From an optimization exercise on the open Yosys and OpenROAD flow, aimed at small area, a short achievable clock period and few clock cycles per item; shortcuts taken in it are not production practice. The RTL was checked by simulation tests, not by an equivalence proof against the original design.

## run B
==> flow/design.v (excerpt) <==
module alu_md_unit #(
    parameter int XLEN     = 32,
    parameter bit ENABLE_M = 1'b1
) (
    input  logic            clk,
    input  logic            rst,
    input  logic            in_valid,
    output logic            in_ready,
    input  logic            Branch,
    input  logic            ALUAdd,
    input  logic            ALUOp,
    input  logic [6:0]      funct7,
    input  logic [2:0]      funct3,
    input  logic [XLEN-1:0] op_a,
    input  logic [XLEN-1:0] op_b,
    output logic            out_valid,
    input  logic            out_ready,
    output logic [XLEN-1:0] result,
    output logic            out_illegal,
    output logic            zero
);
==> flow/config.mk <==
export PLATFORM = sky130hd
export DESIGN_NAME = alu_md_unit
export DESIGN_NICKNAME = alu_md_unit
export VERILOG_FILES = /design/flow/design.v
export SDC_FILE = /design/flow/constraint.sdc
export NUM_CORES = 4
export LEC_CHECK = 0
export ABC_AREA = 1
export CAP_MARGIN = 20
export CORE_MARGIN = 2
export CORE_UTILIZATION = 50
export SETUP_SLACK_MARGIN = 3.7
export SLEW_MARGIN = 20
==> flow/constraint.sdc <==
create_clock -name core_clock -period 7.0 [get_ports {clk}]
set_input_delay 1.4000 -clock core_clock [delete_from_list [all_inputs] [get_ports {clk}]]
set_output_delay 1.4000 -clock core_clock [all_outputs]
set_load 0.01 [all_outputs]
run.sh (not shown) runs the stock make flow with config.mk's settings and CLKGATE_MAP_FILE= SYNTH_SCRIPT=/design/flow/synth_recipe.tcl, a recipe that flattens the netlist after the stock synthesis.
Run B: done, clean on timing, DRC and antenna
Testbench counts of run B, summed over its fixed seeds: cycles 28,528, ops 9,600.
The following lists how run M was set up differently from run B:
--- a/flow/design.v
+++ b/flow/design.v
@@ -142,45 +142,52 @@
         ay = ({35{c_yb && !c_y2}} & {{3{bx}}, B})
            | ({35{c_y2}}          & {bx, bx, B, 1'b0});
         ay = ay ^ {35{c_yinv}};
     end
     assign sum_c = {ax, 1'b1} + {ay, c_cin};
     assign sum   = sum_c[35:1];
     logic [31:0] sh_h, sh_l, sh_out;
     logic [4:0]  sh_n;
-    logic [63:0] sh_cat;
+    logic [62:0] sh_t0;
+    logic [46:0] sh_t1;
+    logic [38:0] sh_t2;
+    logic [34:0] sh_t3;
+    logic [32:0] sh_t4;
     logic        h_acc, fill;
     assign h_acc = s_fin && mul_lo;                         
     assign fill  = (o_sra && A[31]) || (s_fin && acc[32]);
     always_comb begin
         sh_h = ({32{h_acc}}  & acc[31:0])
              | ({32{o_sll}}  & {1'b0, A[31:1]})
              | ({32{s_daln}} & {1'b0, B[31:1]})
              | ({32{fill && !h_acc}});
         sh_l = ({32{(!m && !o_sll) || s_mul0 || h_acc}} & A)
              | ({32{s_fin && !mul_lo}}                 & acc[31:0])
              | {(o_sll && A[0]) || (s_daln && B[0]), 31'd0};
         sh_n = ({5{!m && !o_sll}} & B[4:0])
              | ({5{o_sll}}        & ~B[4:0])
              | ({5{s_fin}}        & {s2, 1'b0})
              | ({5{s_daln}}       & ~cnt);
     end
-    assign sh_cat = {sh_h, sh_l} >> sh_n;
-    assign sh_out = sh_cat[31:0];
+    assign sh_t0  = {sh_h[30:0], sh_l};
+    assign sh_t1  = sh_n[4] ? sh_t0[62:16] : sh_t0[46:0];
+    assign sh_t2  = sh_n[3] ? sh_t1[46:8]  : sh_t1[38:0];
+    assign sh_t3  = sh_n[2] ? sh_t2[38:4]  : sh_t2[34:0];
+    assign sh_t4  = sh_n[1] ? sh_t3[34:2]  : sh_t3[32:0];
+    assign sh_out = sh_n[0] ? sh_t4[32:1]  : sh_t4[31:0];
     logic [31:0] res;
     logic        r_sum, r_sh;
     assign r_sum = o_sum || (s_fin && is_div) || s_corr;
     assign r_sh  = o_sh || (s_fin && !is_div);
     assign res = ({32{r_sum}} & sum[31:0])
                | ({32{r_sh}}  & sh_out)
                | {31'd0, o_slt && sum[34]}
-               | ({32{o_xor}} & (A ^ B))
-               | ({32{o_or}}  & (A | B))
-               | ({32{o_and}} & (A & B));
+               | ({32{o_xor || o_or}} & (ax[31:0] ^ ay[31:0]))
+               | ({32{o_and || o_or}} & (ax[31:0] & ay[31:0]));
     logic out_free, done, fire, accept, mul0_go, div0_go, miter_last, diter_last, rneg;
     assign out_free   = !out_valid || out_ready;
     assign done       = v1 && (!m || s_fin);
     assign fire       = done && out_free;
     assign in_ready   = !v1 || fire;
     assign accept     = in_valid && in_ready;
     assign mul0_go    = s_mul0 && out_free;
     assign div0_go    = s_div0 && out_free;
[summary]
Compared run M vs run B, and vertical die dimension is down in run M.
From run B to run M the numbers moved as follows: depth of the critical timing path with buffers and inverters included now smaller, number of instances in the synthesized netlist shrank by about 11%, aggregate routed wire length decreased about 4%.
The lower count of buffer and inverter cells on the critical path of run B and run M is in run B.
Min half-perimeter wire length of the detailed placement result across run B and run M: run M
Diff run B -> run M: number of antenna violations at the first check in global routing went down by 1.
Diff run B -> run M | post-detailed-placement cell area | decrease of 2000 um2
Testbench counts of run M, summed over its fixed seeds: cycles 28,528, ops 9,600.

re-timing with driven ports:
The results above use ideal ports. As a check the final layouts listed here were re-extracted and re-timed, cells and wires unchanged. Step 1 assumes that a clkbuf_16 drives the clock port and a buf_2 every other input. Step 2, shift: input delay + t, output delay - t, t = (earliest + latest rising clock arrival at the registers) / 2. This alone moves slack from input paths to output paths. Three values: no drivers, after step 1, after step 2; two values: the first two.
| run | t, ns | setup WS [ns] | worst register clock-pin slew, ns | pins driven straight from the clock port |
|---|---|---|---|---|
| run B | 0.510 | 3.596 / 3.587 / 3.232 | 0.08 / 0.08 | 1 |
| run M | 0.537 | 3.580 / 3.580 / 3.148 | 0.10 / 0.10 | 1 |
After both steps setup and hold are still met in every run listed. The setup slack of run M, which loses most, moves by 0.000 ns with the drivers and by -0.432 ns with both steps.
